Context: an optimization exercise on an open-source flow, tuned for small area. The choices shown serve that exercise and are no tape-out recipe.
In this exercise RTL edits were held to simulation tests only and were not proved equivalent to the original.
Power and IR drop assume default switching activity.

v33:
Design br_predict_btb, start of the top module:
module br_predict_btb #(
  parameter int IDX_W  = 5,
  parameter int TAG_W  = 8,
  parameter int STAT_W = 12
) (
  input  logic              CLK,
  input  logic              nRST,
  input  logic [31:0]       if_pc,
  output logic              pred_taken,
  output logic [31:0]       pred_target,
  output logic              pred_hit,
  input  logic              upd_valid,
  input  logic [31:0]       upd_pc,
  input  logic              upd_taken,
  input  logic [31:0]       upd_target,
  input  logic              upd_mispredict,
  input  logic              clear,
  output logic [STAT_W-1:0] stat_branches,
  output logic [STAT_W-1:0] stat_mispred
);
Size in the first run: about 5,100 cells after synthesis, ~1,400 flip-flops, roughly 160 I/O pins, about 0.053 mm² of cells after synthesis.
export LEC_CHECK = 0
export CAP_MARGIN = 20
export CORE_MARGIN = 2
export CORE_UTILIZATION = 50
export GPL_TIMING_DRIVEN = 0
export SETUP_SLACK_MARGIN = 0.2
export SLEW_MARGIN = 20
export SYNTH_HIERARCHICAL = 1
export SYNTH_MINIMUM_KEEP_SIZE = 0
create_clock -name core_clock -period 8.0 [get_ports {CLK}]
standard.sh (not shown) runs the stock make flow with config.mk's settings and CLKGATE_MAP_FILE= SYNTH_SCRIPT=/design/flow/synth_recipe.tcl, a recipe that flattens the netlist after the stock synthesis.
==> flow/flow/run.sh <==
#!/bin/bash
# Standard ORFS layout, with clock tree synthesis told not to add dummy loads and to
# use larger sink clusters, and ports buffered with the smallest buffer.
export CTS_ARGS="-sink_clustering_enable -repair_clock_nets -dont_use_dummy_load -buf_list sky130_fd_sc_hd__clkbuf_16 -sink_clustering_size 25 -sink_clustering_max_diameter 90"
export BUFFER_PORTS_ARGS="-buffer_cell sky130_fd_sc_hd__buf_1"
bash standard.sh > standard.log 2>&1
v33 finished every step from synthesis to the final layout, and the layout passed the timing, DRC and antenna checks.
## Diff of input files: v41 against v33
# v33
export LEC_CHECK = 0
export CAP_MARGIN = 20
export CORE_MARGIN = 2
export CORE_UTILIZATION = 50
export GPL_TIMING_DRIVEN = 0
export SETUP_SLACK_MARGIN = 0.2
export SLEW_MARGIN = 20
export SYNTH_HIERARCHICAL = 1
export SYNTH_MINIMUM_KEEP_SIZE = 0
create_clock -name core_clock -period 8.0 [get_ports {CLK}]
# v41
export LEC_CHECK = 0
export CAP_MARGIN = 20
export CORE_MARGIN = 2
export CORE_UTILIZATION = 50
export SETUP_SLACK_MARGIN = 0.2
export SLEW_MARGIN = 20
export SYNTH_HIERARCHICAL = 1
export SYNTH_MINIMUM_KEEP_SIZE = 0
create_clock -name core_clock -period 8.0 [get_ports {CLK}]
-- flow/flow/run.sh --
<<< v33, line 4
export CTS_ARGS="-sink_clustering_enable -repair_clock_nets -dont_use_dummy_load -buf_list sky130_fd_sc_hd__clkbuf_16 -sink_clustering_size 25 -sink_clustering_max_diameter 90"
>>> v41, line 4
export CTS_ARGS="-sink_clustering_enable -repair_clock_nets -dont_use_dummy_load -buf_list sky130_fd_sc_hd__clkbuf_16 -sink_clustering_size 27 -sink_clustering_max_diameter 100"
--- outcome ---
- [v41] global placement routability congestion rose 1.6% relative to v33
- Between v41 and v33, layout overhead on the synthesized area is lower for v41, v33 comes in above that.
- Comparing v41 against v33, there is no change at all in synthesized area.
- Summary of the comparison: maximum vdd drop is lower in v41, relative to v33.
- Summary of v41 over v33: slack of the worst reg-to-reg path went down by 0.68 ns, first-pass GRT wire length decreased 24 mm.
- Summary of v41 over v33: shortest clock period the worst path allows after layout went down; final HPWL from detailed placement went down; combinational power went down; number of logic stages on the critical path including buffering went down.
- Relative to v33, switching fraction of total power has decreased by 0.44 points in v41.
Input changes introduced in v25 (baseline for comparison: v41):
# v41
export LEC_CHECK = 0
export CAP_MARGIN = 20
export CORE_MARGIN = 2
export CORE_UTILIZATION = 50
export SETUP_SLACK_MARGIN = 0.2
export SLEW_MARGIN = 20
export SYNTH_HIERARCHICAL = 1
export SYNTH_MINIMUM_KEEP_SIZE = 0
create_clock -name core_clock -period 8.0 [get_ports {CLK}]
# v25
export LEC_CHECK = 0
export CAP_MARGIN = 20
export CORE_MARGIN = 2
export CORE_UTILIZATION = 62
export SETUP_SLACK_MARGIN = 0.2
export SLEW_MARGIN = 20
export SYNTH_HIERARCHICAL = 1
export SYNTH_MINIMUM_KEEP_SIZE = 0
create_clock -name core_clock -period 8.0 [get_ports {CLK}]
==> comparison <==
- v25 against v41: critical path data arrival time has increased; share of total power in combinational logic has remained practically unchanged; fraction of final layout cells with drive strength greater than 1 decreased 0.37 points; number of antenna repair diodes saw an increase.
- Minimum setup slack in the final design deteriorates in v25 relative to v41.
- The maximum clock frequency of v25 is lower than that of v41.
Setup changes, v25 to v16
# v25
export LEC_CHECK = 0
export CAP_MARGIN = 20
export CORE_MARGIN = 2
export CORE_UTILIZATION = 62
export SETUP_SLACK_MARGIN = 0.2
export SLEW_MARGIN = 20
export SYNTH_HIERARCHICAL = 1
export SYNTH_MINIMUM_KEEP_SIZE = 0
create_clock -name core_clock -period 8.0 [get_ports {CLK}]
# v16
export LEC_CHECK = 0
export CAP_MARGIN = 20
export CORE_MARGIN = 2
export CORE_UTILIZATION = 50
export SETUP_SLACK_MARGIN = 0.2
export SLEW_MARGIN = 20
export SYNTH_HIERARCHICAL = 1
export SYNTH_MINIMUM_KEEP_SIZE = 0
create_clock -name core_clock -period 8.0 [get_ports {CLK}]
-- flow/flow/run.sh --
<<< v25, line 4
export CTS_ARGS="-sink_clustering_enable -repair_clock_nets -dont_use_dummy_load -buf_list sky130_fd_sc_hd__clkbuf_16 -sink_clustering_size 27 -sink_clustering_max_diameter 100"
>>> v16, line 4
export CTS_ARGS="-sink_clustering_enable -repair_clock_nets -dont_use_dummy_load -buf_list sky130_fd_sc_hd__clkbuf_16 -sink_clustering_size 25 -sink_clustering_max_diameter 90"
### Flow results
Changes observed in v16 relative to v25: final critical delay including setup and external delays decreased 0.34 ns; wire length rose 6.1%.
Summary of v16 over v25: source-to-sink clock delay at the later pin of the worst-skew pair -0.03 ns; sequential power about even.
Here is what was changed in the inputs of v21 compared with v16.
# v16
export LEC_CHECK = 0
export CAP_MARGIN = 20
export CORE_MARGIN = 2
export CORE_UTILIZATION = 50
export SETUP_SLACK_MARGIN = 0.2
export SLEW_MARGIN = 20
export SYNTH_HIERARCHICAL = 1
export SYNTH_MINIMUM_KEEP_SIZE = 0
create_clock -name core_clock -period 8.0 [get_ports {CLK}]
# v21
export LEC_CHECK = 0
export CAP_MARGIN = 20
export CORE_MARGIN = 2
export CORE_UTILIZATION = 50
export SETUP_SLACK_MARGIN = 0.4
export SLEW_MARGIN = 8
export SYNTH_HIERARCHICAL = 1
export SYNTH_MINIMUM_KEEP_SIZE = 0
create_clock -name core_clock -period 8.0 [get_ports {CLK}]
-- flow/flow/run.sh --
<<< v16, line 4
export CTS_ARGS="-sink_clustering_enable -repair_clock_nets -dont_use_dummy_load -buf_list sky130_fd_sc_hd__clkbuf_16 -sink_clustering_size 25 -sink_clustering_max_diameter 90"
>>> v21, line 4
export CTS_ARGS="-sink_clustering_enable -repair_clock_nets -dont_use_dummy_load -buf_list sky130_fd_sc_hd__clkbuf_16 -sink_clustering_size 27 -sink_clustering_max_diameter 100"
==> summary.txt <==
- The wire length reported by the detailed router on v21 is in line with that on v16.
- v16 and v21 ended up with nearly the same design area.
- The peak clock frequency supported by timing of v21 and that of v16 are within noise of each other.
- Compare v16 and v21 | setup slack higher: v16
- v21 — total power consumption of the routed design 230 µW lower, v16 as reference
- Compared with v16, v21 shows a higher minimum clock period after layout.
- Iteration count of the initial detailed-routing pass is higher on v21
Changes in v54 relative to v21:
# v21
export LEC_CHECK = 0
export CAP_MARGIN = 20
export CORE_MARGIN = 2
export CORE_UTILIZATION = 50
export SETUP_SLACK_MARGIN = 0.4
export SLEW_MARGIN = 8
export SYNTH_HIERARCHICAL = 1
export SYNTH_MINIMUM_KEEP_SIZE = 0
create_clock -name core_clock -period 8.0 [get_ports {CLK}]
# v54
export LEC_CHECK = 0
export CAP_MARGIN = 20
export CORE_MARGIN = 2
export CORE_UTILIZATION = 50
export PLACE_DENSITY = 0.8
export SETUP_SLACK_MARGIN = 0.2
export SLEW_MARGIN = 20
export SYNTH_HIERARCHICAL = 1
export SYNTH_MINIMUM_KEEP_SIZE = 0
create_clock -name core_clock -period 8.0 [get_ports {CLK}]
--- outcome ---
Going from v21 to v54, minimum setup slack after placement shrank by 0.29 ns; clock tree buffer count of the final layout shrank by 1.7%; final weighted congestion in routability-driven placement shrank by 2.3%; number of global-route vias before repair grew by 4.5%; relative slew slack shrank by 5.4 points.
For v54, the capturing instance or port of the critical path was pred_taken, unlike v21, where it was pred_target[1].

-- what the ideal ports hide --
No port has a modelled driver above. Below, the same layouts with a new extraction and two added sets of constraints. Step 1 sets driving cells, clkbuf_16 on the clock port and buf_2 on the other inputs (assumed; they add their load-dependent delay and slew). Step 2 times the ports against the registers' clock, not the clock port: input delays grow and output delays shrink by t, the midpoint of the rising clock arrivals with the driver on. Slacks: no drivers / after step 1 / after step 2; pairs: no drivers / after step 1.
| run | shift t [ns] | setup slack, ns | worst data-port slew with drivers (ns) |
|---|---|---|---|
| v33 | 0.772 | 0.090 / 0.064 / 0.064 | 0.19 |
| v41 | 0.799 | 0.433 / 0.311 / 0.311 | 0.18 |
| v25 | 0.766 | 0.268 / 0.227 / 0.227 | 0.19 |
| v16 | 0.740 | 0.605 / 0.482 / 0.482 | 0.20 |
| v21 | 0.797 | 0.597 / 0.467 / 0.467 | 0.20 |
| v54 | 0.756 | 0.166 / 0.138 / 0.138 | 0.16 |
After both steps setup and hold are still met in every run listed. The setup slack of v21, which loses most, moves by -0.130 ns with the drivers and by -0.130 ns with both steps.
